What follows belongs to an exercise in optimizing a design on an open flow for small area, a short achievable clock period and few clock cycles; a production flow would make more cautious choices. Function was not checked in any run shown here: the RTL went through the layout flow alone. Power figures rest on the tool's default switching activity, not on a simulated workload.

[flow/constraint.sdc]
create_clock -name core_clock -period 10.0 [get_ports {i_clk}]
set_input_delay 2.0000 -clock core_clock [delete_from_list [all_inputs] [get_ports {i_clk}]]
set_output_delay 2.0000 -clock core_clock [all_outputs]
set_load 0.01 [all_outputs]
[flow/design.v]
package lrd_pkg;
    localparam int unsigned CFG_IDX_W = 2;
    localparam logic [31:0] RST_RECORD_MAGIC  = 32'h544B_564C;
    localparam logic [31:0] RST_MAX_KEY_LEN   = 32'h0400_0000;
    localparam logic [31:0] RST_MAX_VALUE_LEN = 32'h1000_0000;
    localparam logic [31:0] FNV_OFFSET = 32'd2166136261;
    localparam logic [31:0] FNV_OFFSET_DIV_PRIME = 32'hB347_DA47;
    localparam logic [2:0] K_KEY       = 3'd0;
    localparam logic [2:0] K_VALUE     = 3'd1;
    localparam logic [2:0] K_OK        = 3'd2;
    localparam logic [2:0] K_BAD_MAGIC = 3'd3;
    localparam logic [2:0] K_BAD_SIZE  = 3'd4;
    localparam logic [2:0] K_BAD_CSUM  = 3'd5;
    localparam logic [2:0] K_TORN      = 3'd6;
endpackage
module lrd_parse (
    input  logic [31:0] i_r,
    input  logic [31:0] i_exp,
    output logic [31:0] o_m,
    output logic        o_match
);
    logic [31:0] t0, t1, t2, t3, t4, t5;
    logic [31:0] s1, c1, s2, c2, s3, c3, s4, c4;
    logic [31:0] e, k;
    assign t0 = i_r;
    assign t1 = i_r << 1;
    assign t2 = i_r << 4;
    assign t3 = i_r << 7;
    assign t4 = i_r << 8;
    assign t5 = i_r << 24;
    assign s1 = t0 ^ t1 ^ t2;
    assign c1 = ((t0 & t1) | (t0 & t2) | (t1 & t2)) << 1;
    assign s2 = t3 ^ t4 ^ t5;
    assign c2 = ((t3 & t4) | (t3 & t5) | (t4 & t5)) << 1;
    assign s3 = s1 ^ c1 ^ s2;
    assign c3 = ((s1 & c1) | (s1 & s2) | (c1 & s2)) << 1;
    assign s4 = s3 ^ c3 ^ c2;
    assign c4 = ((s3 & c3) | (s3 & c2) | (c3 & c2)) << 1;
    assign o_m = s4 + c4;
    assign e       = s4 ^ c4 ^ i_exp;
    assign k       = (s4 & c4) | ((s4 | c4) & ~i_exp);
    assign o_match = (e == {k[30:0], 1'b0});
endmodule
module lrd_outq #(
    parameter int unsigned DEPTH = 3,
    parameter int unsigned W     = 12
) (
    input  logic         i_clk,
    input  logic         i_rst_n,
    input  logic         i_push,
    input  logic [W-1:0] i_data,
    input  logic         i_pop,
    output logic         o_full,
    output logic         o_empty,
    output logic         o_full_next,
    output logic         o_empty_next,
    output logic [W-1:0] o_data
);
    localparam int unsigned CW = $clog2(DEPTH + 1);
    logic [W-1:0]  r_slot [DEPTH];
    logic [CW-1:0] r_count, n_count, wpos;
    logic          r_full, r_empty, pop_ok;
    assign pop_ok       = i_pop && !r_empty;
    assign n_count      = r_count + CW'(i_push) - CW'(pop_ok);
    assign o_full_next  = (n_count == CW'(DEPTH));
    assign o_empty_next = (n_count == '0);
    assign wpos         = r_count - CW'(pop_ok);
    assign o_full       = r_full;
    assign o_empty      = r_empty;
    assign o_data       = r_slot[0];
    always_ff @(posedge i_clk) begin
        if (!i_rst_n) begin
            r_count <= '0;
            r_full  <= 1'b0;
            r_empty <= 1'b1;
        end else begin
            r_count <= n_count;
            r_full  <= o_full_next;
            r_empty <= o_empty_next;
        end
    end
    always_ff @(posedge i_clk) begin
        for (int i = 0; i < DEPTH; i++) begin
            if (i_push && wpos == CW'(i))
                r_slot[i] <= i_data;
            else if (pop_ok && i + 1 < DEPTH)
                r_slot[i] <= r_slot[(i + 1 < DEPTH) ? i + 1 : i];
        end
    end
endmodule
module log_record_deframer_core #(
    parameter int unsigned QDEPTH = 2
) (
    input  logic                          i_clk,
    input  logic                          i_rst_n,
    input  logic                          i_cfg_wr_en,
    input  logic [lrd_pkg::CFG_IDX_W-1:0] i_cfg_index,
    input  logic [31:0]                   i_cfg_wr_data,
    input  logic                          i_valid,
    output logic                          o_stall,
    input  logic                          i_func,
    input  logic [7:0]                    i_log_byte,
    output logic                          o_valid,
    input  logic                          i_stall,
    output logic [2:0]                    o_kind,
    output logic [7:0]                    o_payload_byte,
    output logic [63:0]                   o_sequence_res,
    output logic                          o_tombstone,
    output logic [31:0]                   o_key_length,
    output logic [31:0]                   o_value_length,
    output logic                          o_last
);
    logic [31:0] r_magic_cfg, r_max_key, r_max_value;
    always_ff @(posedge i_clk) begin
        if (!i_rst_n) begin
            r_magic_cfg <= lrd_pkg::RST_RECORD_MAGIC;
            r_max_key   <= lrd_pkg::RST_MAX_KEY_LEN;
            r_max_value <= lrd_pkg::RST_MAX_VALUE_LEN;
        end else if (i_cfg_wr_en) begin
            case (i_cfg_index)
                2'd0:    r_magic_cfg <= i_cfg_wr_data;
                2'd1:    r_max_key   <= i_cfg_wr_data;
                2'd2:    r_max_value <= i_cfg_wr_data;
                default: ;
            endcase
        end
    end
    logic        r_in_valid, r_in_func, r_o_stall;
    logic [7:0]  r_in_byte;
    logic        r_hdr, r_key, r_val, r_fin, r_chk, r_err;
    logic [4:0]  r_hcount;
    logic        r_h0, r_h4, r_h24, r_h1to4;
    logic        r_magic_ok, r_ok;
    logic        r_kz, r_vz, r_k1, r_v1, r_over;
    logic [63:0] r_seq;
    logic        r_tomb;
    logic [31:0] r_klen, r_vlen, r_exp, r_hash, r_rem;
    logic        r_rem_one;
    logic        go, accept, dat;
    logic        q_full, q_empty, q_full_n, q_empty_n, push;
    logic [11:0] push_data, q_data;
    logic        e_hdr, e_pay, chk_push, torn, zero_torn;
    logic        hdr_bad, to_pay, key_to_val;
    logic        beat_push;
    logic [2:0]  beat_kind;
    logic        beat_last;
    logic [31:0] hash_m;
    logic        hash_match;
    logic [7:0]  mbyte;
    logic        bank_clr, bank_we;
    logic        n_hdr, n_key, n_val, n_fin, n_chk, n_err;
    logic [4:0]  n_hcount;
    logic        n_h0, n_h4, n_h24, n_h1to4;
    logic        n_in_valid, n_in_func, nr_n, ne_n;
    assign go      = r_in_valid && !r_o_stall;
    assign accept  = i_valid && !r_o_stall;
    assign dat     = !r_in_func;
    assign o_stall = r_o_stall;
    lrd_parse u_hash (.i_r(r_hash), .i_exp(r_exp), .o_m(hash_m), .o_match(hash_match));
    assign e_hdr     = r_hdr || (r_chk && r_ok);
    assign e_pay     = r_key || r_val;
    assign chk_push  = r_chk && !q_full;
    assign torn      = e_pay || (e_hdr && !r_h0);
    assign zero_torn = r_hdr && r_h1to4;
    assign hdr_bad   = !r_magic_ok || r_over;
    assign to_pay    = e_hdr && r_h24 && !hdr_bad && !(r_kz && r_vz);
    assign key_to_val = r_key && r_rem_one && !r_vz;
    always_comb begin
        case (r_hcount[1:0])
            2'd0:    mbyte = r_magic_cfg[7:0];
            2'd1:    mbyte = r_magic_cfg[15:8];
            2'd2:    mbyte = r_magic_cfg[23:16];
            default: mbyte = r_magic_cfg[31:24];
        endcase
    end
    always_comb begin
        beat_push = 1'b0;
        beat_kind = lrd_pkg::K_TORN;
        beat_last = 1'b1;
        if (!dat) begin
            beat_push = torn;
        end else if (e_hdr) begin
            beat_push = r_h24 && hdr_bad;
            beat_kind = r_magic_ok ? lrd_pkg::K_BAD_SIZE : lrd_pkg::K_BAD_MAGIC;
        end else if (e_pay) begin
            beat_push = 1'b1;
            beat_kind = r_key ? lrd_pkg::K_KEY : lrd_pkg::K_VALUE;
            beat_last = !(r_rem_one && !key_to_val);
        end
    end
    assign push = chk_push || (go && beat_push);
    always_comb begin
        if (chk_push)
            push_data = {r_ok ? lrd_pkg::K_OK : lrd_pkg::K_BAD_CSUM, 8'd0, 1'b1};
        else if (dat && e_pay)
            push_data = {beat_kind, r_in_byte, beat_last};
        else
            push_data = {beat_kind, 8'd0, 1'b1};
    end
    always_comb begin
        n_hdr    = r_hdr;
        n_key    = r_key;
        n_val    = r_val;
        n_fin    = 1'b0;
        n_chk    = r_chk;
        n_err    = r_err;
        n_hcount = r_hcount;
        if (r_fin) begin
            n_chk = 1'b1;
        end else if (go) begin
            {n_hdr, n_key, n_val, n_chk, n_err} = 5'b00000;
            if (!dat) begin
                n_hdr    = 1'b1;
                n_hcount = '0;
            end else if (e_hdr) begin
                n_hcount = r_hcount + 5'd1;
                if (r_h24) begin
                    n_hcount = '0;
                    n_err    = hdr_bad;
                    n_chk    = !hdr_bad && r_kz && r_vz;
                    n_key    = to_pay && !r_kz;
                    n_val    = to_pay && r_kz;
                end else begin
                    n_hdr = 1'b1;
                end
            end else if (e_pay) begin
                n_key = r_key && !r_rem_one;
                n_val = r_val && !r_rem_one || key_to_val;
                n_fin = r_rem_one && !key_to_val;
            end else begin
                n_err = 1'b1;
            end
        end else if (chk_push) begin
            n_chk = 1'b0;
            n_hdr = r_ok;
            n_err = !r_ok;
        end
    end
    assign n_h0    = (n_hcount == 5'd0);
    assign n_h4    = (n_hcount == 5'd4);
    assign n_h24   = (n_hcount == 5'd24);
    assign n_h1to4 = (n_hcount != 5'd0) && (n_hcount <= 5'd4);
    assign n_in_valid = accept || (r_in_valid && !go);
    assign n_in_func  = accept ? i_func : r_in_func;
    assign nr_n = n_chk || n_key || n_val || (n_hdr && (n_in_func ? !n_h0 : n_h24));
    assign ne_n = n_hdr && (n_in_func ? n_h1to4 : n_h4);
    always_ff @(posedge i_clk) begin
        if (!i_rst_n) begin
            r_in_valid <= 1'b0;
            r_o_stall  <= 1'b0;
            {r_hdr, r_key, r_val, r_fin, r_chk, r_err} <= 6'b100000;
            r_hcount   <= '0;
            {r_h0, r_h4, r_h24, r_h1to4} <= 4'b1000;
        end else begin
            r_in_valid <= n_in_valid;
            r_o_stall  <= n_in_valid && (n_fin || (nr_n && q_full_n) || (ne_n && !q_empty_n));
            {r_hdr, r_key, r_val, r_fin, r_chk, r_err} <= {n_hdr, n_key, n_val, n_fin, n_chk, n_err};
            r_hcount   <= n_hcount;
            {r_h0, r_h4, r_h24, r_h1to4} <= {n_h0, n_h4, n_h24, n_h1to4};
        end
    end
    always_ff @(posedge i_clk) begin
        if (accept) begin
            r_in_func <= i_func;
            r_in_byte <= i_log_byte;
        end
    end
    always_ff @(posedge i_clk) begin
        if (go && dat && e_hdr && r_hcount < 5'd4)
            r_magic_ok <= (r_h0 || r_magic_ok) && (r_in_byte == mbyte);
    end
    always_ff @(posedge i_clk) begin
        r_kz   <= (r_klen == 32'd0);
        r_vz   <= (r_vlen == 32'd0);
        r_k1   <= (r_klen == 32'd1);
        r_v1   <= (r_vlen == 32'd1);
        r_over <= (r_klen > r_max_key) || (r_vlen > r_max_value);
    end
    assign bank_clr = go && r_hdr && (dat ? r_h4 : r_h1to4);
    assign bank_we  = r_in_valid && dat && r_hdr;
    always_ff @(posedge i_clk) begin
        if (bank_clr)
            r_seq[7:0] <= dat ? r_in_byte : 8'd0;
        for (int j = 1; j < 8; j++) begin
            if (bank_clr || (bank_we && r_hcount == 5'(4 + j)))
                r_seq[8*j +: 8] <= (r_h4 || !dat) ? 8'd0 : r_in_byte;
        end
        if (bank_clr || (bank_we && r_hcount == 5'd12))
            r_tomb <= (r_hcount == 5'd12) && (r_in_byte != 8'd0);
        for (int j = 0; j < 4; j++) begin
            if (bank_clr || (bank_we && r_hcount == 5'(13 + j)))
                r_klen[8*j +: 8] <= (r_h4 || !dat) ? 8'd0 : r_in_byte;
            if (bank_clr || (bank_we && r_hcount == 5'(17 + j)))
                r_vlen[8*j +: 8] <= (r_h4 || !dat) ? 8'd0 : r_in_byte;
        end
        for (int j = 0; j < 4; j++) begin
            if (bank_we && r_hcount == 5'(21 + j))
                r_exp[8*j +: 8] <= r_in_byte;
        end
    end
    always_ff @(posedge i_clk) begin
        if (go && dat && to_pay) begin
            r_hash    <= lrd_pkg::FNV_OFFSET_DIV_PRIME;
            r_rem     <= r_kz ? r_vlen : r_klen;
            r_rem_one <= r_kz ? r_v1 : r_k1;
        end else if (go && dat && e_pay) begin
            r_hash <= hash_m ^ {24'd0, r_in_byte};
            if (key_to_val) begin
                r_rem     <= r_vlen;
                r_rem_one <= r_v1;
            end else begin
                r_rem     <= r_rem - 32'd1;
                r_rem_one <= (r_rem == 32'd2);
            end
        end
    end
    always_ff @(posedge i_clk) begin
        if (go && dat && e_hdr && r_h24)
            r_ok <= ({r_in_byte, r_exp[23:0]} == lrd_pkg::FNV_OFFSET);
        else if (r_fin)
            r_ok <= hash_match;
    end
    lrd_outq #(
        .DEPTH (QDEPTH),
        .W     (12)
    ) u_outq (
        .i_clk        (i_clk),
        .i_rst_n      (i_rst_n),
        .i_push       (push),
        .i_data       (push_data),
        .i_pop        (!i_stall),
        .o_full       (q_full),
        .o_empty      (q_empty),
        .o_full_next  (q_full_n),
        .o_empty_next (q_empty_n),
        .o_data       (q_data)
    );
    assign o_valid        = !q_empty;
    assign o_kind         = q_data[11:9];
    assign o_payload_byte = q_data[8:1];
    assign o_last         = q_data[0];
    assign o_sequence_res = r_seq;
    assign o_tombstone    = r_tomb;
    assign o_key_length   = r_klen;
    assign o_value_length = r_vlen;
endmodule
[flow/standard.sh]
#!/bin/bash
# synth_recipe.tcl (not shown) runs the flow's synth.tcl, then flattens the netlist and writes it again
# the make line also repeats each setting of config.mk as NAME=value (left out here)
make -C /OpenROAD-flow-scripts/flow DESIGN_CONFIG=/design/flow/config.mk WORK_HOME=/design/flow/orfs CLKGATE_MAP_FILE= SYNTH_SCRIPT=/design/flow/synth_recipe.tcl "${@:-finish}"
[flow/flow/run.sh]
#!/bin/bash
# Standard layout, but the port buffers are the smallest buffer cell (buf_1) instead of
# the default pick; every input and output port still gets its own buffer.
set -euo pipefail
export BUFFER_PORTS_ARGS="-buffer_cell sky130_fd_sc_hd__buf_1"
bash standard.sh > standard_flow.log 2>&1
[flow/config.mk]
export PLATFORM = sky130hd
export DESIGN_NAME = log_record_deframer_core
export DESIGN_NICKNAME = log_record_deframer_core
export VERILOG_FILES = /design/flow/design.v
export SDC_FILE = /design/flow/constraint.sdc
export NUM_CORES = 4
export LEC_CHECK = 0
export CAP_MARGIN = 20
export CORE_MARGIN = 2
export CORE_UTILIZATION = 40
export CTS_CLUSTER_DIAMETER = 100
export CTS_CLUSTER_SIZE = 25
export SETUP_SLACK_MARGIN = 5
export SLEW_MARGIN = 20
==> impl_metrics.csv, run 1 <==
group,metric,value,unit
clock_tree,clock_path_buffers,3,
detailed_routing,routed_wl,61700,µm
power,cellPowerDensity,126,nW/µm²
final_layout,largest_reg_flops,64,
synth,synth-seq-cells,382,
critical_path,cp.arrival,5.30,ns
synth,synth_ff_type,"edfxtp_1",
detailed_routing,remaining_drc_errors,0,
sta,relSlewSlack,0.303,
critical_path,cp-start-kind,"register",
floorplanning,die-width,233,µm
sta,rsz0062_at_grt,"no",
clock_tree,root_buffer,"clkbuf_16",
synth,avgSynthCellArea,10.5,µm²
floorplanning,num_rows,84,
synth,synth.most_common_cell,"nand2_1",
synth,synth.distinct_cells,64,
detailed_routing,drt_iter0_drc,1304,
synth,syn_inst,2001,
sta,max_freq,207,MHz
detailed_routing,avgViaCountPerCell,5.45,
synth,synth_area_leaders,"edfxtp_1 33%, dfxtp_1 15%, fa_1 10%, ha_1 8.0%, nand2_1 4.9%",
placed_design,place.gp.congestion,0.900,
sta,fin_crit,4.83,ns
sta,hold_violations,0,
critical_path,cp_top_family,"adder cells",
status,status,"complete, no violations",
clock_tree,cts_hold_buf,0,
detailed_routing,drt-wirelength-per-cell,21.5,µm
clock_tree,cts_tree,"done",
clock_tree,post_cts_buffers,0,
clock_tree,cts-resized-gates,0,
critical_path,worstSetupPathType,"reg2reg",
sta,fin_crit_sh,0.483,
critical_path,worstPathBufferInverterCount,2,
sta,worstMarginPinSlew,1.04,ns
final_layout,nFillCells,4959,
global_route,grt_pass1_wl,92100,µm
detailed_routing,num_vias,15664,
final_layout,syn_to_final_growth,10.4,%
final_layout,design_area,23200,µm²
global_route,gr-total-overflow,0,
final_layout,top_register,"r_seq",
clock_tree,clkLatencyLatePin,0.58,ns
detailed_routing,ant_nets,0,
critical_path,critPathCaptureType,"register",
final_layout,final_core_util,0.445,
floorplanning,core,52200,µm²
synth,synth-async-reset-ratio,0,
floorplanning,die_area,54500,µm²
critical_path,required,10.47,ns
final_layout,drive_gt1_frac,0.0380,
hold_path,min_path_type,"reg2reg",
synth,synth_common_cells,"272 x nand2_1, 228 x edfxtp_1, 214 x inv_1",
floorplanning,die_h,233,µm
critical_path,cpMostUsedCell,"fa_1",
synth,ys_seq_area_frac,0.472,
clock_tree,htreeDepth,1,
sta,final_max_slew_viol_count,0,
sta,setup-violations-final,0,
placed_design,place_hpwl,47500,µm
power,p_leak,8.72,nW
synth,yosysTopAreaCellShare,0.325,
synth,synth_nets,2292,
sta,clock_skew,0.0469,ns
detailed_routing,first_pass_iters,6,
synth,synth_edf_count,228,
synth,synthesis.area,21000,µm²
critical_path,slowest_stage,"or4_1",
power,vdd_drop_max,0.126,mV
global_route,grt_max_degree,78,
critical_path,path_cells,"inv_1 -> fa_1 -> fa_1 -> inv_1 -> fa_1 -> ha_1 -> a21oi_1 -> o21ai_1 -> or4_1 -> and4_4 -> o41a_1 -> or3_1 -> a32o_1",
sta,timing.setup.tns,0,ns
critical_path,slowest_delay,0.60,ns
clock_tree,cts.clk_slew.worst_paths,0.11,ns
global_route,first_global_vias,15298,
global_route,track_usage,0.224,
floorplanning,start_util,0.403,
flow_run,cap_violations,0,
synth,synth_top_cell_by_area,"edfxtp_1",
clock_tree,cts_sinks,382,
global_route,antenna_found_initial,12,
final_layout,layout.nets,2464,
clock_tree,cts_buffers,20,
synth,synth_warnings,3,
floorplanning,io_pins,191,
placed_design,portBuffers,190,
placed_design,place_area,22600,µm²
critical_path,cp_max_fo,6,
[final timing paths]
check	startpoint	end	slack [ns]	cells after the start
worst min-delay path	r_max_value[18]	r_max_value[18]	0.46	2
worst max register to register	r_hash[13]	r_hash[30]	5.17	13
worst min register to register	r_max_value[18]	r_max_value[18]	0.46	2
worst max-delay path	r_hash[13]	r_hash[30]	5.17	13
[per-stage QoR]
step	power [mW]	setup slack, ns	hold slack (ns)	instances
final	2.92	5.17	0.460	2875
after global routing	3.02	5.00	0.481	2874
after CTS	2.94	5.17	0.462	2874
after detailed placement	1.99	5.22	0.448	2839
after global placement	1.99	5.25	0.442	2839
after floorplan	1.90	5.56	0.433	2001
[worst reg2reg max path: stages (launching register included)]
cell	delay, ns
dfxtp_1	0.52
inv_1	0.11
fa_1	0.53
fa_1	0.55
inv_1	0.06
fa_1	0.47
ha_1	0.38
a21oi_1	0.16
o21ai_1	0.18
or4_1	0.60
and4_4	0.21
o41a_1	0.40
or3_1	0.33
a32o_1	0.25
[cells in the final DEF (no fill, tap or decap), drive strengths merged, types with 50 or more instances in the layout]
| master | instances |
|---|---|
| a21oi | 161 |
| buf | 214 |
| dfxtp | 154 |
| edfxtp | 228 |
| fa | 108 |
| ha | 135 |
| inv | 218 |
| nand2 | 272 |
| nor2 | 98 |
| o21ai | 50 |
| xnor2 | 54 |
| xor2 | 50 |
[layout make-up]
| cell class | instances | area (µm²) | area share |
|---|---|---|---|
| Timing Repair Buffer | 214 | 893 | 0.0385 |
| Antenna cell | 1 | 2.50 | 0.000108 |
| Clock inverter | 6 | 92.6 | 0.00399 |
| Multi-Input combinational cell | 1340 | 10100 | 0.435 |
| Sequential cell | 382 | 9930 | 0.428 |
| Clock buffer | 29 | 534 | 0.0230 |
| Tap cell | 688 | 861 | 0.0371 |
| Inverter | 215 | 807 | 0.0347 |
[report_power, final]
part / internal [mW] / switching (mW) / leakage [nW]
clock network: 0.415 / 0.545 / 0.303
registers: 1.71 / 0.0288 / 3.22
logic: 0.0717 / 0.147 / 5.20
[logic make-up (layout without fill, tap and decap cells)]
family                     Yosys count  after routing  share of synthesized area
muxes                               21             21                     0.0108
adders and majority gates          243            243                      0.183
and+or+nand+nor                    602            602                      0.134
other                                0              1                          0
buffers and inverters              279            464                     0.0498
AOI/OAI and AO/OA                  370            370                      0.107
xor gates and xnor gates           104            104                     0.0433
DFF                                382            382                      0.472
[layer usage]
metal  vias up  track usage  share of wire
met1      7711        0.297           0.41
met5         -            0         0.0019
met3       112       0.0500          0.082
li1       7283            -              -
met2       540        0.371           0.47
met4        18       0.0566          0.027
==> inputs of run 2 (changes only) <==
--- a/flow/design.v
+++ b/flow/design.v
@@ -129,9 +129,9 @@
     logic [7:0]  r_in_byte;
     logic        r_hdr, r_key, r_val, r_fin, r_chk, r_err;
     logic [4:0]  r_hcount;
-    logic        r_h0, r_h4, r_h24, r_h1to4;
+    logic        r_h0, r_h4, r_h24, r_h1to4, r_hsz, r_hs0, r_h16;
     logic        r_magic_ok, r_ok;
-    logic        r_kz, r_vz, r_k1, r_v1, r_over;
+    logic        r_kz, r_vz, r_k1, r_v1, r_gt, r_kover;
     logic [63:0] r_seq;
     logic        r_tomb;
     logic [31:0] r_klen, r_vlen, r_exp, r_hash, r_rem;
@@ -146,11 +146,12 @@
     logic        beat_last;
     logic [31:0] hash_m;
     logic        hash_match;
-    logic [7:0]  mbyte;
+    logic [7:0]  mbyte, sbyte;
+    logic        gt_new;
     logic        bank_clr, bank_we;
     logic        n_hdr, n_key, n_val, n_fin, n_chk, n_err;
     logic [4:0]  n_hcount;
-    logic        n_h0, n_h4, n_h24, n_h1to4;
+    logic        n_h0, n_h4, n_h24, n_h1to4, n_hsz, n_hs0, n_h16;
     logic        n_in_valid, n_in_func, nr_n, ne_n;
     assign go      = r_in_valid && !r_o_stall;
     assign accept  = i_valid && !r_o_stall;
@@ -162,7 +163,7 @@
     assign chk_push  = r_chk && !q_full;
     assign torn      = e_pay || (e_hdr && !r_h0);
     assign zero_torn = r_hdr && r_h1to4;
-    assign hdr_bad   = !r_magic_ok || r_over;
+    assign hdr_bad   = !r_magic_ok || r_kover || r_gt;
     assign to_pay    = e_hdr && r_h24 && !hdr_bad && !(r_kz && r_vz);
     assign key_to_val = r_key && r_rem_one && !r_vz;
     always_comb begin
@@ -172,6 +173,17 @@
             2'd2:    mbyte = r_magic_cfg[23:16];
             default: mbyte = r_magic_cfg[31:24];
         endcase
+        case (r_hcount[2:0])
+            3'd5:    sbyte = r_max_key[7:0];
+            3'd6:    sbyte = r_max_key[15:8];
+            3'd7:    sbyte = r_max_key[23:16];
+            3'd0:    sbyte = r_max_key[31:24];
+            3'd1:    sbyte = r_max_value[7:0];
+            3'd2:    sbyte = r_max_value[15:8];
+            3'd3:    sbyte = r_max_value[23:16];
+            default: sbyte = r_max_value[31:24];
+        endcase
+        gt_new = (r_in_byte > sbyte) || ((r_in_byte == sbyte) && !r_hs0 && r_gt);
     end
     always_comb begin
         beat_push = 1'b0;
@@ -240,6 +252,9 @@
     assign n_h4    = (n_hcount == 5'd4);
     assign n_h24   = (n_hcount == 5'd24);
     assign n_h1to4 = (n_hcount != 5'd0) && (n_hcount <= 5'd4);
+    assign n_hsz   = (n_hcount >= 5'd13) && (n_hcount <= 5'd20);
+    assign n_hs0   = (n_hcount == 5'd13) || (n_hcount == 5'd17);
+    assign n_h16   = (n_hcount == 5'd16);
     assign n_in_valid = accept || (r_in_valid && !go);
     assign n_in_func  = accept ? i_func : r_in_func;
     assign nr_n = n_chk || n_key || n_val || (n_hdr && (n_in_func ? !n_h0 : n_h24));
@@ -250,13 +265,14 @@
             r_o_stall  <= 1'b0;
             {r_hdr, r_key, r_val, r_fin, r_chk, r_err} <= 6'b100000;
             r_hcount   <= '0;
-            {r_h0, r_h4, r_h24, r_h1to4} <= 4'b1000;
+            {r_h0, r_h4, r_h24, r_h1to4, r_hsz, r_hs0, r_h16} <= 7'b1000000;
         end else begin
             r_in_valid <= n_in_valid;
             r_o_stall  <= n_in_valid && (n_fin || (nr_n && q_full_n) || (ne_n && !q_empty_n));
             {r_hdr, r_key, r_val, r_fin, r_chk, r_err} <= {n_hdr, n_key, n_val, n_fin, n_chk, n_err};
             r_hcount   <= n_hcount;
-            {r_h0, r_h4, r_h24, r_h1to4} <= {n_h0, n_h4, n_h24, n_h1to4};
+            {r_h0, r_h4, r_h24, r_h1to4, r_hsz, r_hs0, r_h16} <=
+                {n_h0, n_h4, n_h24, n_h1to4, n_hsz, n_hs0, n_h16};
         end
     end
     always_ff @(posedge i_clk) begin
@@ -268,13 +284,16 @@
     always_ff @(posedge i_clk) begin
         if (go && dat && e_hdr && r_hcount < 5'd4)
             r_magic_ok <= (r_h0 || r_magic_ok) && (r_in_byte == mbyte);
+        if (go && dat && e_hdr && r_hsz)
+            r_gt <= gt_new;
+        if (go && dat && e_hdr && r_h16)
+            r_kover <= gt_new;
     end
     always_ff @(posedge i_clk) begin
         r_kz   <= (r_klen == 32'd0);
         r_vz   <= (r_vlen == 32'd0);
         r_k1   <= (r_klen == 32'd1);
         r_v1   <= (r_vlen == 32'd1);
-        r_over <= (r_klen > r_max_key) || (r_vlen > r_max_value);
     end
     assign bank_clr = go && r_hdr && (dat ? r_h4 : r_h1to4);
     assign bank_we  = r_in_valid && dat && r_hdr;
==> impl_metrics.csv, run 2 <==
group,metric,value,unit
status,status,"complete, no violations",
detailed_routing,ant_nets,0,
final_layout,layout.nets,2293,
critical_path,cp_max_fo,7,
final_layout,top_register,"r_seq",
synth,synth.distinct_cells,73,
final_layout,final_common_cell,"nand2_1",
power,cellPowerDensity,129,nW/µm²
placed_design,place_hpwl,42600,µm
clock_tree,htreeDepth,1,
hold_path,min_path_type,"reg2reg",
placed_design,place.gp.congestion,0.931,
power,vdd_drop_max,0.0936,mV
sta,worstMarginPinSlew,1.00,ns
power,power_frac_comb,0.075,
clock_tree,cts_tree,"done",
synth,yosysTopAreaCellShare,0.337,
sta,hold_violations,0,
sta,clock_skew,0.0268,ns
power,pwr-share-clk,0.325,
global_route,track_usage,0.211,
synth,synth.most_common_cell,"nand2_1",
final_layout,final_cell_mix,"301 x nand2_1, 230 x edfxtp_1, 189 x buf_1",
synth,synthesis.area,20500,µm²
global_route,first_global_vias,14699,
sta,setup-violations-final,0,
final_layout,drive_gt1_frac,0.0527,
critical_path,required,10.50,ns
clock_tree,cts_buffers,20,
critical_path,worstSetupPathType,"reg2reg",
sta,final_max_slew_viol_count,0,
critical_path,cp.arrival,5.24,ns
synth,yosys.area_share.simple,0.138,
floorplanning,die_area,53100,µm²
critical_path,r2r_cells,15,
critical_path,critPathCaptureType,"register",
synth,synth_top_cell_by_area,"edfxtp_1",
floorplanning,die-width,230,µm
detailed_routing,remaining_drc_errors,0,
synth,synthMuxAreaShare,0.0142,
flow_run,cap_violations,0,
global_route,grt_max_degree,113,
synth,synth_warnings,3,
sta,timing.setup.tns,0,ns
global_route,gr-total-overflow,0,
floorplanning,num_rows,82,
final_layout,syn_to_final_growth,10.6,%
floorplanning,start_util,0.407,
power,power,2.93,mW
synth,synth-async-reset-ratio,0,
global_route,antenna_found_initial,6,
sta,fin_hold_ws,0.468,ns
final_layout,antenna_cells,0,
synth,ys_seq_area_frac,0.489,
synth,synth_common_cells,"301 x nand2_1, 230 x edfxtp_1, 156 x dfxtp_1",
final_layout,final_cells,2742,
synth,synth_nets,2126,
clock_tree,cts_hold_buf,0,
power,switching_share,0.243,
global_route,grt.met1_usage,0.290,
floorplanning,core,50400,µm²
detailed_routing,drt_iter0_drc,1159,
synth,syn_inst,1890,
sta,fin_crit_sh,0.474,
critical_path,endpoint,"r_hash[31]",
final_layout,largest_reg_flops,64,
clock_tree,clock_path_buffers,3,
synth,synth-seq-cells,386,
clock_tree,cts.clk_slew.worst_paths,0.10,ns
final_layout,nFillCells,4725,
final_layout,design_area,22700,µm²
clock_tree,cts_sinks,386,
power,p_leak,8.70,nW
synth,avgSynthCellArea,10.8,µm²
critical_path,cp-start-kind,"register",
synth,synth_xor_area_frac,0.0453,
global_route,met2_usage,0.348,
placed_design,portBuffers,190,
placed_design,place_area,22000,µm²
sta,fin_crit,4.74,ns
power,p_switching,713,µW
placed_design,dpl_worst_slack,5.06,ns
critical_path,crit_path_start,"r_hash[6]",
sta,max_freq,211,MHz
final_layout,final_core_util,0.450,
sta,finalWorstSetupSlack,5.26,ns
synth,synth_ff_type,"edfxtp_1",
global_route,gr-usage-met3,0.0266,
detailed_routing,avgViaCountPerCell,5.38,
synth,synth_top_family_by_area,"adder cells",
critical_path,regToRegEndpoint,"r_hash[31]",
floorplanning,die_h,230,µm
detailed_routing,drt-wirelength-per-cell,20.8,µm
detailed_routing,routed_wl,57100,µm
critical_path,r2r_setup_slack,5.26,ns
global_route,grt_pass1_wl,86500,µm
clock_tree,clkLatencyLatePin,0.57,ns
sta,relSlewSlack,0.334,
power,internal-power,2.22,mW
critical_path,r2r_start,"r_hash[6]",
synth,synth_area_leaders,"edfxtp_1 34%, dfxtp_1 15%, fa_1 11%, nand2_1 5.5%, ha_1 4.9%",
synth,synthAdderAreaFrac,0.154,
synth,synth_edf_count,230,
placed_design,dp.cells,2707,
sta,rsz0062_at_grt,"no",
detailed_routing,first_pass_iters,6,
detailed_routing,num_vias,14739,
power,pwr-share-seq,0.600,
clock_tree,root_buffer,"clkbuf_16",
synth,synth_compound_area_frac,0.116,
floorplanning,io_pins,191,
global_route,grt.busiest_layer,"met2",
run 2: cells by family after synthesis:
logic type | after synthesis
AND/OR/NAND/NOR | 606
XOR/XNOR | 106
flip-flops | 386
buffers and inverters | 229
multiplexers | 26
AO/OA/AOI/OAI | 349
adder cells (fa/ha/maj) | 188
run 2: worst min-delay path by stage:
stage	startpoint	end	cells past startpoint
floorplan	r_max_value[28]	r_max_value[28]	2
detailed placement	r_max_value[28]	r_max_value[28]	2
CTS	r_max_value[30]	r_max_value[30]	2
global route	r_max_value[28]	r_max_value[28]	2
global placement	r_max_value[28]	r_max_value[28]	2
finish	r_max_value[27]	r_max_value[27]	2
run 2: final cells by class:
cell class                      count  area, µm²  area share
Timing Repair Buffer              220        943      0.0416
Sequential cell                   386      10000       0.442
Multi-Input combinational cell   1275       9650       0.426
Clock buffer                       30        538      0.0237
Clock inverter                      5       90.1     0.00397
Inverter                          154        578      0.0255
Tap cell                          672        841      0.0371
run 2: routing by layer:
metal / up-vias / routed length (µm) / share of wire
met4: 12 / 1740 / 0.030
met1: 7258 / 24700 / 0.43
li1: 6900 / - / -
met2: 477 / 27200 / 0.48
met3: 92 / 3300 / 0.058
met5: - / 97 / 0.0017
run 2: power groups by stage:
stage	logic [mW]	registers, mW	clock network (mW)
after floorplan	0.125	1.79	0
after global placement	0.215	1.79	0
after detailed placement	0.219	1.80	0
after CTS	0.220	1.76	0.974
after global routing	0.241	1.76	1.03
final	0.219	1.76	0.953
run 2: critical path, cell delays in order, from the launching register on:
cell       delay [ns]
dfxtp_1          0.50
inv_1            0.13
fa_1             0.57
fa_1             0.43
fa_1             0.50
inv_1            0.07
ha_1             0.39
a21o_1           0.19
o21bai_1         0.16
o41ai_2          0.16
a211oi_2         0.58
a2111oi_2        0.19
o31ai_1          0.30
a21oi_1          0.12
or3_1            0.31
nand4_1          0.08
run 2: repair_timing:
| item | 4_1_cts | 5_1_grt |
|---|---|---|
| resized for setup | 0 | 2 |
| hold endpoints to repair | 0 | 0 |
| buffers inserted | 0 | 0 |
| endpoints found under the setup margin | 0 | 3 |
==> inputs of run 3 (changes only) <==
==> flow/flow/run.sh (replaced) <==
#!/bin/bash
# Standard layout with two changes: the port buffers are the smallest buffer cell
# (buf_1) instead of the default pick, and repair_timing aims for more setup slack than
# the flow settings allow. Every input and output port still gets its own buffer; the
# clock period and constraints are the standard flow's.
set -euo pipefail
export BUFFER_PORTS_ARGS="-buffer_cell sky130_fd_sc_hd__buf_1"
export SETUP_SLACK_MARGIN=6.5
bash standard.sh > standard_flow.log 2>&1
--- a/flow/config.mk
+++ b/flow/config.mk
@@ -10,5 +10,4 @@
 export CORE_UTILIZATION = 40
 export CTS_CLUSTER_DIAMETER = 100
 export CTS_CLUSTER_SIZE = 25
-export SETUP_SLACK_MARGIN = 5
 export SLEW_MARGIN = 20
==> impl_metrics.csv, run 3 <==
group,metric,value,unit
critical_path,worstSetupPathType,"reg2reg",
critical_path,slowest_stage,"fa_2",
detailed_routing,drt-wirelength-per-cell,20.9,µm
critical_path,critPathCaptureType,"register",
placed_design,dp.cells,2701,
clock_tree,clkLatencyLatePin,0.60,ns
synth,synth.distinct_cells,73,
synth,synth_top_cell_by_area,"edfxtp_1",
clock_tree,cts_tree,"done",
final_layout,top_register,"r_seq",
synth,ys_seq_area_frac,0.489,
sta,final_max_slew_viol_count,0,
synth,synth.most_common_cell,"nand2_1",
synth,synth_warnings,3,
synth,synthesis.area,20500,µm²
global_route,first_global_vias,14957,
flow_run,cap_violations,0,
global_route,gr-total-overflow,0,
power,power,3.04,mW
clock_tree,clock_path_buffers,3,
critical_path,cp_max_fo,4,
critical_path,cp_top_family,"adder cells",
final_layout,drive_gt1_frac,0.145,
final_layout,largest_reg_flops,64,
critical_path,slowest_delay,0.58,ns
power,power_frac_comb,0.073,
synth,synth-seq-cells,386,
power,pwr-share-seq,0.579,
power,pwr-share-clk,0.348,
synth,synth_nets,2126,
critical_path,cp.arrival,4.63,ns
detailed_routing,first_pass_iters,5,
synth,avgSynthCellArea,10.8,µm²
final_layout,final_common_cell,"nand2_1",
critical_path,cp-start-kind,"register",
clock_tree,cts_sinks,386,
clock_tree,htreeDepth,1,
detailed_routing,num_vias,15110,
critical_path,required,10.42,ns
sta,clock_skew,0.0510,ns
sta,relSlewSlack,0.389,
global_route,grt_pass1_wl,88700,µm
power,switching_share,0.255,
detailed_routing,routed_wl,58500,µm
synth,synth_ff_type,"edfxtp_1",
global_route,antenna_found_initial,4,
detailed_routing,remaining_drc_errors,0,
synth,yosysTopAreaCellShare,0.337,
final_layout,final_cells,2802,
synth,synth_area_leaders,"edfxtp_1 34%, dfxtp_1 15%, fa_1 11%, nand2_1 5.5%, ha_1 4.9%",
status,status,"complete, no violations",
critical_path,path_cells,"inv_4 -> fa_1 -> fa_1 -> inv_2 -> fa_2 -> ha_4 -> o21a_1 -> o21a_1 -> a21oi_4 -> a211oi_4 -> buf_6 -> a2111oi_4 -> o21bai_1 -> buf_4 -> xor2_1 -> nand2_1 -> a21oi_1",
sta,setup-violations-final,0,
floorplanning,die_area,53100,µm²
final_layout,layout.nets,2350,
power,cellPowerDensity,126,nW/µm²
placed_design,place.gp.congestion,0.925,
floorplanning,start_util,0.407,
floorplanning,die-width,230,µm
global_route,track_usage,0.216,
placed_design,place_hpwl,42500,µm
clock_tree,root_buffer,"clkbuf_16",
floorplanning,core,50400,µm²
critical_path,worstPathBufferInverterCount,4,
floorplanning,die_h,230,µm
hold_path,min_path_type,"reg2reg",
detailed_routing,avgViaCountPerCell,5.39,
sta,fin_crit,4.22,ns
synth,synth_common_cells,"301 x nand2_1, 230 x edfxtp_1, 156 x dfxtp_1",
final_layout,syn_to_final_growth,17.6,%
power,p_leak,9.13,nW
floorplanning,io_pins,191,
detailed_routing,drt_iter0_drc,1175,
sta,max_freq,237,MHz
final_layout,final_cell_mix,"299 x nand2_1, 230 x edfxtp_1, 189 x buf_1",
clock_tree,cts_hold_buf,0,
power,vdd_drop_max,0.164,mV
sta,timing.setup.tns,0,ns
sta,fin_crit_sh,0.422,
sta,worstMarginPinSlew,0.913,ns
synth,synth-async-reset-ratio,0,
synth,synth_edf_count,230,
sta,hold_violations,0,
global_route,grt_max_degree,95,
power,p_switching,773,µW
detailed_routing,ant_nets,0,
sta,rsz0062_at_grt,"yes",
placed_design,portBuffers,190,
clock_tree,cts.clk_slew.worst_paths,0.10,ns
power,internal-power,2.26,mW
floorplanning,num_rows,82,
clock_tree,cts_buffers,23,
synth,syn_inst,1890,
## run 3: cell count changes in the layout (fill, tap and decap cells not counted), moves of 13 or more
| cell | before | now |
|---|---|---|
| buf_4 | 29 | 64 |
| o21ai_0 | 49 | 34 |
| ha_1 | 80 | 53 |
| ha_4 | 0 | 24 |
| dfxtp_4 | 0 | 13 |
| buf_6 | 1 | 17 |
| inv_1 | 154 | 137 |
| dfxtp_1 | 156 | 131 |
## run 3: path summary, 6_finish.rpt
kind | start | to | slack [ns] | cells past startpoint
max reg2reg | r_hash[11] | r_hash[27] | 5.78 | 17
max | r_hash[11] | r_hash[27] | 5.78 | 17
min reg2reg | r_max_value[5] | r_max_value[5] | 0.47 | 2
min | r_max_value[5] | r_max_value[5] | 0.47 | 2
## run 3: worst reg2reg max path, delay by kind of cell, from the launching register on
kind | cells | cell delay [ns]
AO/OA/AOI/OAI | 7 | 1.26
flip-flops | 1 | 0.36
AND/OR/NAND/NOR | 1 | 0.07
XOR/XNOR | 1 | 0.13
adder cells (fa/ha/maj) | 4 | 1.82
buffers and inverters | 4 | 0.41
## run 3: area by class of cell
class / instances / area, µm²
Antenna cell: 1 / 2.50
Clock buffer: 32 / 609
Clock inverter: 8 / 143
Fill cell: 4630 / 26300
Inverter: 154 / 591
Multi-Input combinational cell: 1276 / 10400
Sequential cell: 386 / 10100
Tap cell: 672 / 841
Timing Repair Buffer: 273 / 1420
## run 3: what timing repair did
| item | in CTS | in global routing |
|---|---|---|
| resized for setup | 91 | 68 |
| hold endpoints to repair | 0 | 0 |
| pin swaps | 67 | 50 |
| endpoints found under the setup margin | 28 | 25 |
| setup buffers | 35 | 24 |
| gates cloned | 0 | 1 |
## run 3: layer usage
layer / part of all wire / vias up / routed length (µm) / track usage
met1: 0.44 / 7488 / 25500 / 0.295
met5: 0.00070 / - / 41 / 0
met4: 0.038 / 6 / 2200 / 0.0748
met3: 0.063 / 106 / 3690 / 0.0408
li1: - / 7018 / - / -
met2: 0.46 / 492 / 27000 / 0.345
## run 3: cells by family (layout without fill, tap and decap cells)
kind of cell | after synthesis | after routing | share of synthesized area
mux | 26 | 26 | 0.0142
fa+ha+maj | 188 | 188 | 0.154
compound gates | 349 | 349 | 0.116
buf+inv | 229 | 467 | 0.0422
simple gates | 606 | 607 | 0.138
other cells | 0 | 1 | 0
xor+xnor | 106 | 106 | 0.0453
flops | 386 | 386 | 0.489
## run 3: through the flow
step	worst slack, ns	utilization	area (µm²)	hold slack (ns)
2_1_floorplan	6.15	-	20700	0.435
3_3_place_gp	5.61	0.440	22200	0.448
3_5_place_dp	5.63	0.441	22200	0.455
4_1_cts	5.79	0.470	23700	0.470
5_1_grt	5.71	0.479	24100	0.490
6_report	5.78	0.479	24100	0.468
## run 3: power by group through the flow
stage	Sequential (mW)	Combinational, mW	Clock [mW]
detailed placement	1.80	0.214	0
global route	1.76	0.245	1.14
global placement	1.80	0.211	0
CTS	1.76	0.217	1.08
floorplan	1.79	0.127	0
finish	1.76	0.221	1.06
==> inputs of run 4 (changes only) <==
--- a/flow/flow/run.sh
+++ b/flow/flow/run.sh
@@ -5,5 +5,5 @@
 # clock period and constraints are the standard flow's.
 set -euo pipefail
 export BUFFER_PORTS_ARGS="-buffer_cell sky130_fd_sc_hd__buf_1"
-export SETUP_SLACK_MARGIN=6.5
+export SETUP_SLACK_MARGIN=7.5
 bash standard.sh > standard_flow.log 2>&1
==> impl_metrics.csv, run 4 <==
group,metric,value,unit
status,status,"complete, no violations",
power,vdd_drop_max,0.120,mV
power,cellPowerDensity,116,nW/µm²
synth,synth_nets,2126,
detailed_routing,avgViaCountPerCell,5.38,
final_layout,layout.nets,2472,
synth,synthesis.area,20500,µm²
sta,worstMarginPinSlew,0.930,ns
global_route,first_global_vias,15662,
synth,syn_inst,1890,
sta,hold_violations,0,
placed_design,place_area,22600,µm²
power,pwr-share-seq,0.590,
critical_path,slowest_stage,"fa_1",
detailed_routing,ant_nets,0,
final_layout,final_common_cell,"nand2_1",
critical_path,cp_max_fo,3,
sta,final_max_slew_viol_count,0,
sta,fin_crit,4.09,ns
clock_tree,cts_hold_buf,0,
clock_tree,cts_tree,"done",
final_layout,final_cells,2921,
floorplanning,start_util,0.407,
final_layout,nFillCells,4445,
detailed_routing,first_pass_iters,6,
floorplanning,die-width,230,µm
synth,synth-seq-cells,386,
clock_tree,clkLatencyLatePin,0.57,ns
floorplanning,num_rows,82,
floorplanning,die_area,53100,µm²
synth,yosysTopAreaCellShare,0.337,
flow_run,cap_violations,0,
synth,synth.distinct_cells,73,
synth,ys_seq_area_frac,0.489,
synth,synth_area_leaders,"edfxtp_1 34%, dfxtp_1 15%, fa_1 11%, nand2_1 5.5%, ha_1 4.9%",
clock_tree,cts.clk_slew.worst_paths,0.09,ns
global_route,antenna_found_initial,2,
global_route,track_usage,0.228,
placed_design,place_hpwl,42700,µm
critical_path,worstSetupPathType,"reg2reg",
power,p_leak,10.4,nW
final_layout,syn_to_final_growth,26.3,%
power,switching_share,0.251,
synth,synth-async-reset-ratio,0,
sta,setup-violations-final,0,
synth,synth_edf_count,230,
synth,synth.most_common_cell,"nand2_1",
detailed_routing,num_vias,15717,
final_layout,design_area,25900,µm²
synth,synth_warnings,3,
critical_path,critPathCaptureType,"register",
clock_tree,htreeDepth,1,
power,p_switching,750,µW
final_layout,top_register,"r_seq",
critical_path,worstPathBufferInverterCount,5,
power,pwr-share-clk,0.310,
placed_design,place.gp.congestion,0.916,
global_route,gr-total-overflow,0,
final_layout,drive_gt1_frac,0.293,
hold_path,min_path_type,"reg2reg",
detailed_routing,remaining_drc_errors,0,
detailed_routing,routed_wl,62400,µm
detailed_routing,drt-wirelength-per-cell,21.3,µm
global_route,grt_pass1_wl,93300,µm
critical_path,cp.arrival,4.58,ns
critical_path,path_cells,"inv_4 -> fa_1 -> fa_1 -> fa_1 -> inv_2 -> ha_4 -> a21o_1 -> buf_4 -> o21bai_4 -> o41ai_4 -> a211oi_4 -> buf_6 -> a2111oi_4 -> o21bai_1 -> buf_4 -> xor2_1 -> nand2_1 -> a21oi_1",
placed_design,dp.cells,2703,
power,power_frac_comb,0.100,
sta,timing.setup.tns,0,ns
global_route,grt_max_degree,113,
floorplanning,die_h,230,µm
synth,synth_top_cell_by_area,"edfxtp_1",
critical_path,required,10.49,ns
critical_path,cp-start-kind,"register",
floorplanning,io_pins,191,
synth,avgSynthCellArea,10.8,µm²
detailed_routing,drt_iter0_drc,1339,
final_layout,largest_reg_flops,64,
critical_path,cp_top_family,"adder cells",
clock_tree,clock_path_buffers,3,
clock_tree,root_buffer,"clkbuf_16",
sta,max_freq,244,MHz
placed_design,portBuffers,190,
clock_tree,cts_sinks,386,
sta,relSlewSlack,0.378,
synth,synth_ff_type,"edfxtp_1",
sta,fin_crit_sh,0.409,
clock_tree,cts_buffers,20,
floorplanning,core,50400,µm²
critical_path,cpMostUsedCell,"fa_1",
synth,synth_common_cells,"301 x nand2_1, 230 x edfxtp_1, 156 x dfxtp_1",
sta,fin_hold_ws,0.457,ns
power,internal-power,2.24,mW
sta,rsz0062_at_grt,"yes",
sta,clock_skew,0.0428,ns
final_layout,final_cell_mix,"275 x nand2_1, 230 x edfxtp_1, 171 x buf_4",
critical_path,slowest_delay,0.59,ns
-- run 4: cell counts after synthesis --
No cell type changed its count.
-- run 4: stage by stage --
stage,power (mW),worst slack (ns),utilization
after detailed placement,2.04,5.63,0.448
after floorplan,1.95,6.15,-
after global routing,3.08,5.76,0.514
after global placement,2.04,5.66,0.448
final,2.99,5.91,0.514
after CTS,2.99,5.85,0.494
-- run 4: power groups by stage --
stage / logic [mW] / clock network [mW] / registers [mW]
CTS: 0.282 / 0.943 / 1.77
finish: 0.299 / 0.927 / 1.77
floorplan: 0.157 / 0 / 1.80
global placement: 0.235 / 0 / 1.80
global route: 0.322 / 0.991 / 1.77
detailed placement: 0.239 / 0 / 1.80
-- run 4: final cells by class --
cell class	instances	area, µm²	area share
Antenna cell	1	2.50	0.0000967
Clock buffer	29	534	0.0206
Clock inverter	5	61.3	0.00237
Inverter	154	598	0.0231
Multi-Input combinational cell	1280	11100	0.428
Sequential cell	386	10100	0.390
Tap cell	672	841	0.0325
Timing Repair Buffer	394	2670	0.103
-- run 4: worst reg2reg max path, cell delays in order (launching register included) --
cell and delay (ns):
dfxtp_2 0.36, inv_4 0.05, fa_1 0.59, fa_1 0.45, fa_1 0.52, inv_2 0.06, ha_4 0.21, a21o_1 0.21
buf_4 0.14, o21bai_4 0.17, o41ai_4 0.07, a211oi_4 0.10, buf_6 0.15, a2111oi_4 0.33, o21bai_1 0.14, buf_4 0.15
xor2_1 0.11, nand2_1 0.06, a21oi_1 0.14
-- run 4: logic make-up (layout without fill, tap and decap cells) --
group                    Yosys count  after routing  synth area share
AND/OR/NAND/NOR                  606            610             0.138
AO/OA/AOI/OAI                    349            350             0.116
adder cells (fa/ha/maj)          188            188             0.154
XOR/XNOR                         106            106            0.0453
multiplexers                      26             26            0.0142
flip-flops                       386            386             0.489
buffers and inverters            229            582            0.0422
other                              0              1                 0
-- run 4: what timing repair did --
item                                   in CTS  in global routing
pin swaps                                  98                 82
endpoints found under the hold margin       0                  0
setup endpoints to repair                 529                400
setup buffers                             121                 56
gates resized for setup                   181                204
cloned                                      6                  0
-- run 4: final timing paths --
kind,slack (ns),cells past startpoint,to,start
min,0.46,2,r_max_key[3],r_max_key[3]
min reg2reg,0.46,2,r_max_key[3],r_max_key[3]
max reg2reg,5.91,18,r_hash[27],r_hash[10]
max,5.91,18,r_hash[27],r_hash[10]
-- run 4: layer usage --
layer	share of wire	GRT usage
met1	0.43	0.309
met2	0.49	0.390
met3	0.060	0.0248
met4	0.029	0.0623
met5	0.00016	0
==> inputs of run 5 (changes only) <==
--- a/flow/design.v
+++ b/flow/design.v
@@ -127,10 +127,10 @@
     end
     logic        r_in_valid, r_in_func, r_o_stall;
     logic [7:0]  r_in_byte;
-    logic        r_hdr, r_key, r_val, r_fin, r_chk, r_err;
+    logic        r_hdr, r_key, r_val, r_chk, r_err;
     logic [4:0]  r_hcount;
     logic        r_h0, r_h4, r_h24, r_h1to4, r_hsz, r_hs0, r_h16;
-    logic        r_magic_ok, r_ok;
+    logic        r_magic_ok;
     logic        r_kz, r_vz, r_k1, r_v1, r_gt, r_kover;
     logic [63:0] r_seq;
     logic        r_tomb;
@@ -145,11 +145,11 @@
     logic [2:0]  beat_kind;
     logic        beat_last;
     logic [31:0] hash_m;
-    logic        hash_match;
+    logic        hash_ok;
     logic [7:0]  mbyte, sbyte;
     logic        gt_new;
     logic        bank_clr, bank_we;
-    logic        n_hdr, n_key, n_val, n_fin, n_chk, n_err;
+    logic        n_hdr, n_key, n_val, n_chk, n_err;
     logic [4:0]  n_hcount;
     logic        n_h0, n_h4, n_h24, n_h1to4, n_hsz, n_hs0, n_h16;
     logic        n_in_valid, n_in_func, nr_n, ne_n;
@@ -157,8 +157,8 @@
     assign accept  = i_valid && !r_o_stall;
     assign dat     = !r_in_func;
     assign o_stall = r_o_stall;
-    lrd_parse u_hash (.i_r(r_hash), .i_exp(r_exp), .o_m(hash_m), .o_match(hash_match));
-    assign e_hdr     = r_hdr || (r_chk && r_ok);
+    lrd_parse u_hash (.i_r(r_hash), .i_exp(r_exp), .o_m(hash_m), .o_match(hash_ok));
+    assign e_hdr     = r_hdr || (r_chk && hash_ok);
     assign e_pay     = r_key || r_val;
     assign chk_push  = r_chk && !q_full;
     assign torn      = e_pay || (e_hdr && !r_h0);
@@ -203,7 +203,7 @@
     assign push = chk_push || (go && beat_push);
     always_comb begin
         if (chk_push)
-            push_data = {r_ok ? lrd_pkg::K_OK : lrd_pkg::K_BAD_CSUM, 8'd0, 1'b1};
+            push_data = {hash_ok ? lrd_pkg::K_OK : lrd_pkg::K_BAD_CSUM, 8'd0, 1'b1};
         else if (dat && e_pay)
             push_data = {beat_kind, r_in_byte, beat_last};
         else
@@ -213,13 +213,10 @@
         n_hdr    = r_hdr;
         n_key    = r_key;
         n_val    = r_val;
-        n_fin    = 1'b0;
         n_chk    = r_chk;
         n_err    = r_err;
         n_hcount = r_hcount;
-        if (r_fin) begin
-            n_chk = 1'b1;
-        end else if (go) begin
+        if (go) begin
             {n_hdr, n_key, n_val, n_chk, n_err} = 5'b00000;
             if (!dat) begin
                 n_hdr    = 1'b1;
@@ -238,14 +235,14 @@
             end else if (e_pay) begin
                 n_key = r_key && !r_rem_one;
                 n_val = r_val && !r_rem_one || key_to_val;
-                n_fin = r_rem_one && !key_to_val;
+                n_chk = r_rem_one && !key_to_val;
             end else begin
                 n_err = 1'b1;
             end
         end else if (chk_push) begin
             n_chk = 1'b0;
-            n_hdr = r_ok;
-            n_err = !r_ok;
+            n_hdr = hash_ok;
+            n_err = !hash_ok;
         end
     end
     assign n_h0    = (n_hcount == 5'd0);
@@ -263,13 +260,13 @@
         if (!i_rst_n) begin
             r_in_valid <= 1'b0;
             r_o_stall  <= 1'b0;
-            {r_hdr, r_key, r_val, r_fin, r_chk, r_err} <= 6'b100000;
+            {r_hdr, r_key, r_val, r_chk, r_err} <= 5'b10000;
             r_hcount   <= '0;
             {r_h0, r_h4, r_h24, r_h1to4, r_hsz, r_hs0, r_h16} <= 7'b1000000;
         end else begin
             r_in_valid <= n_in_valid;
-            r_o_stall  <= n_in_valid && (n_fin || (nr_n && q_full_n) || (ne_n && !q_empty_n));
-            {r_hdr, r_key, r_val, r_fin, r_chk, r_err} <= {n_hdr, n_key, n_val, n_fin, n_chk, n_err};
+            r_o_stall  <= n_in_valid && ((nr_n && q_full_n) || (ne_n && !q_empty_n));
+            {r_hdr, r_key, r_val, r_chk, r_err} <= {n_hdr, n_key, n_val, n_chk, n_err};
             r_hcount   <= n_hcount;
             {r_h0, r_h4, r_h24, r_h1to4, r_hsz, r_hs0, r_h16} <=
                 {n_h0, n_h4, n_h24, n_h1to4, n_hsz, n_hs0, n_h16};
@@ -318,12 +315,14 @@
         end
     end
     always_ff @(posedge i_clk) begin
+        if (go && dat && e_hdr && r_h24)
+            r_hash <= lrd_pkg::FNV_OFFSET_DIV_PRIME;
+        else if (go && dat && e_pay)
+            r_hash <= hash_m ^ {24'd0, r_in_byte};
         if (go && dat && to_pay) begin
-            r_hash    <= lrd_pkg::FNV_OFFSET_DIV_PRIME;
             r_rem     <= r_kz ? r_vlen : r_klen;
             r_rem_one <= r_kz ? r_v1 : r_k1;
         end else if (go && dat && e_pay) begin
-            r_hash <= hash_m ^ {24'd0, r_in_byte};
             if (key_to_val) begin
                 r_rem     <= r_vlen;
                 r_rem_one <= r_v1;
@@ -333,12 +332,6 @@
             end
         end
     end
-    always_ff @(posedge i_clk) begin
-        if (go && dat && e_hdr && r_h24)
-            r_ok <= ({r_in_byte, r_exp[23:0]} == lrd_pkg::FNV_OFFSET);
-        else if (r_fin)
-            r_ok <= hash_match;
-    end
     lrd_outq #(
         .DEPTH (QDEPTH),
         .W     (12)
--- a/flow/flow/run.sh
+++ b/flow/flow/run.sh
@@ -5,5 +5,5 @@
 # clock period and constraints are the standard flow's.
 set -euo pipefail
 export BUFFER_PORTS_ARGS="-buffer_cell sky130_fd_sc_hd__buf_1"
-export SETUP_SLACK_MARGIN=7.5
+export SETUP_SLACK_MARGIN=6.5
 bash standard.sh > standard_flow.log 2>&1
==> impl_metrics.csv, run 5 <==
group,metric,value,unit
status,status,"complete, no violations",
synth,synth_ff_type,"edfxtp_1",
global_route,first_global_vias,15173,
synth,synth_top_family_by_area,"adder cells",
clock_tree,cts_sinks,384,
critical_path,slowest_stage,"fa_1",
synth,avgSynthCellArea,11.1,µm²
sta,fin_crit_sh,0.560,
clock_tree,cts_tree,"done",
critical_path,cp-start-kind,"register",
floorplanning,die-width,230,µm
synth,synth_compound_area_frac,0.115,
sta,fin_crit,5.60,ns
power,vdd_drop_max,0.104,mV
sta,max_freq,179,MHz
sta,rsz0062_at_grt,"yes",
detailed_routing,remaining_drc_errors,0,
global_route,track_usage,0.227,
power,cellPowerDensity,202,nW/µm²
critical_path,r2r_cells,22,
clock_tree,root_buffer,"clkbuf_16",
synth,synth_xor_area_frac,0.0463,
synth,synth.most_common_cell,"nand2_1",
critical_path,slowest_delay,0.55,ns
detailed_routing,first_pass_iters,6,
critical_path,crit_path_start,"r_hash[6]",
critical_path,critPathCaptureType,"register",
critical_path,cp.arrival,6.05,ns
final_layout,nFillCells,4567,
sta,final_max_slew_viol_count,0,
clock_tree,cts.clk_slew.worst_paths,0.10,ns
synth,ys_seq_area_frac,0.488,
final_layout,drive_gt1_frac,0.142,
synth,yosys.area_share.simple,0.136,
critical_path,regToRegEndpoint,"r_o_stall",
sta,timing.setup.tns,0,ns
final_layout,regArea,10000,µm²
final_layout,antenna_cells,0,
global_route,gr-total-overflow,0,
critical_path,path_cells,"buf_6 -> fa_1 -> inv_2 -> fa_1 -> fa_1 -> inv_2 -> fa_1 -> xor2_1 -> nand4_1 -> nor4b_2 -> and4b_2 -> nor2_4 -> buf_4 -> buf_6 -> buf_6 -> buf_6 -> buf_6 -> mux2i_1 -> a32o_2 -> nor3b_1 -> a21oi_1 -> or3_1",
synth,synthAdderAreaFrac,0.155,
synth,synth_nets,2087,
final_layout,layout.nets,2320,
synth,synth-async-reset-ratio,0,
flow_run,cap_violations,0,
floorplanning,core,50300,µm²
clock_tree,clock_path_buffers,3,
synth,synthMuxAreaShare,0.0171,
final_layout,final_common_cell,"nand2_1",
global_route,antenna_found_initial,2,
synth,synth.distinct_cells,71,
sta,clock_skew,0.0406,ns
detailed_routing,num_vias,15371,
detailed_routing,avgViaCountPerCell,5.55,
synth,synth_area_leaders,"edfxtp_1 34%, dfxtp_1 15%, fa_1 11%, ha_1 5.0%, nand2_1 4.9%",
critical_path,worstSetupPathType,"reg2reg",
synth,synth_top_cell_by_area,"edfxtp_1",
synth,synthesis.area,20500,µm²
detailed_routing,ant_nets,0,
final_layout,largest_reg_flops,64,
synth,synth_warnings,3,
hold_path,min_path_type,"reg2reg",
hold_path,hold_start,"r_max_key[8]",
detailed_routing,drt-wirelength-per-cell,22.2,µm
synth,synth_edf_count,229,
final_layout,design_area,24100,µm²
sta,hold_violations,0,
critical_path,cpMostUsedCell,"buf_6",
critical_path,endpoint,"r_o_stall",
clock_tree,cts_buffers,21,
critical_path,r2r_setup_slack,4.40,ns
detailed_routing,routed_wl,61600,µm
critical_path,r2r_start,"r_hash[6]",
final_layout,syn_to_final_growth,18.0,%
power,p_leak,9.12,nW
sta,setup-violations-final,0,
global_route,grt_max_degree,112,
clock_tree,htreeDepth,1,
synth,synth-seq-cells,384,
critical_path,required,10.45,ns
final_layout,final_cell_mix,"259 x nand2_1, 229 x edfxtp_1, 189 x buf_1",
synth,syn_inst,1850,
floorplanning,die_area,53000,µm²
placed_design,place_hpwl,42900,µm
final_layout,top_register,"r_seq",
final_layout,multiInputGateArea,10400,µm²
synth,synth_common_cells,"265 x nand2_1, 229 x edfxtp_1, 155 x dfxtp_1",
synth,yosysTopAreaCellShare,0.336,
global_route,grt_pass1_wl,92100,µm
floorplanning,die_h,230,µm
clock_tree,clkLatencyLatePin,0.57,ns
floorplanning,start_util,0.407,
floorplanning,num_rows,82,
sta,relSlewSlack,0.294,
floorplanning,io_pins,191,
critical_path,cp_max_fo,3,
placed_design,place.gp.congestion,0.952,
sta,worstMarginPinSlew,1.06,ns
placed_design,place_area,22100,µm²
detailed_routing,drt_iter0_drc,1491,
placed_design,portBuffers,190,
## run 5: cell types whose count changed after synthesis, sizes merged, moves of 14 or more
cell   previous run  this run
a21o             14        28
a221o             5        24
and2             13        27
nand2           302       265
o21ai            58        34
xnor2            46        61
xor2             60        42
## run 5: worst min-delay path by stage
stage / end / slack [ns] / depth (start not counted)
2_1_floorplan: r_max_value[28] / 0.44 / 2
3_3_place_gp: r_max_value[28] / 0.44 / 2
3_5_place_dp: r_max_value[28] / 0.45 / 2
4_1_cts: r_max_key[8] / 0.47 / 2
5_1_grt: r_max_value[14] / 0.49 / 2
6_report: r_max_key[8] / 0.47 / 2
## run 5: repair_timing
item                                    in CTS  in global routing
endpoints found under the setup margin     164                164
gates cloned                                11                  1
resized for setup                          114                 68
pin swaps                                   68                 42
hold buffers                                 0                  0
buffers inserted                            45                 14
## run 5: area by class of cell
class                   count  area share
well taps                 672      0.0348
multi-input cells        1254       0.433
inverters                 147      0.0230
clock buffers              32      0.0235
flip-flops and latches    384       0.416
repair buffers            275      0.0662
clock inverters             6     0.00358
## run 5: cell families after synthesis
kind of cell,Yosys count
simple gates,596
flops,384
compound gates,326
buf+inv,221
fa+ha+maj,189
xor+xnor,105
mux,29
## run 5: per-stage QoR
stage	setup WS, ns	util	power (mW)	hold slack (ns)	cells
CTS	4.56	0.472	4.82	0.471	2755
finish	4.40	0.480	4.88	0.468	2770
detailed placement	4.04	0.439	3.73	0.452	2661
global placement	4.06	0.439	3.71	0.445	2661
floorplan	4.79	-	3.20	0.435	1850
global route	4.30	0.480	5.16	0.486	2770
## run 5: critical path: cells and delay by family (launching register included)
kind                       cells  cell delay (ns)
AOI/OAI and AO/OA              2             0.36
xor gates and xnor gates       1             0.18
adders and majority gates      4             2.13
buffers and inverters          8             0.80
DFF                            1             0.35
muxes                          1             0.12
and+or+nand+nor                6             1.54
## run 5: metal layers
metal,up-vias,GRT usage,share of wire
li1,6972,-,-
met1,7721,0.304,0.42
met2,575,0.391,0.50
met3,99,0.0252,0.063
met4,4,0.0587,0.026
met5,-,0,0.00037
## run 5: power breakdown
group          total, mW  internal [mW]  leakage, nW  switching, mW
combinational       2.13          0.911         5.45           1.22
clock              0.981          0.416        0.312          0.565
sequential          1.77           1.73         3.36         0.0434
total               4.88           3.06         9.12           1.83

-- port drivers added, routing unchanged --
The results above use ideal ports. As a check the final layouts listed here were re-extracted and re-timed, cells and wires unchanged. Step 1 sets driving cells, clkbuf_16 on the clock port and buf_2 on the other inputs (assumed; they add their load-dependent delay and slew). Step 2 adds t to the input delays and takes it off the output delays; t is the mean of the earliest and latest rising clock arrival at the registers after step 1. Input paths then give back, and output paths get back, about the clock's delay inside the block. Three values: ideal, step 1, step 2; two values: the first two.
| run | shift t [ns] | setup WS [ns] | worst setup path at the end | worst register clock-pin slew, ns |
|---|---|---|---|---|
| run 1 | 0.615 | 5.165 / 5.165 / 5.165 | register to register | 0.11 / 0.11 |
| run 2 | 0.617 | 5.260 / 5.260 / 5.260 | register to register | 0.11 / 0.11 |
| run 3 | 0.631 | 5.784 / 5.784 / 5.784 | register to register | 0.11 / 0.11 |
| run 4 | 0.615 | 5.908 / 5.908 / 5.908 | register to register | 0.10 / 0.10 |
| run 5 | 0.612 | 4.403 / 4.403 / 4.403 | register to register | 0.11 / 0.11 |
After both steps every run listed still meets setup and hold.
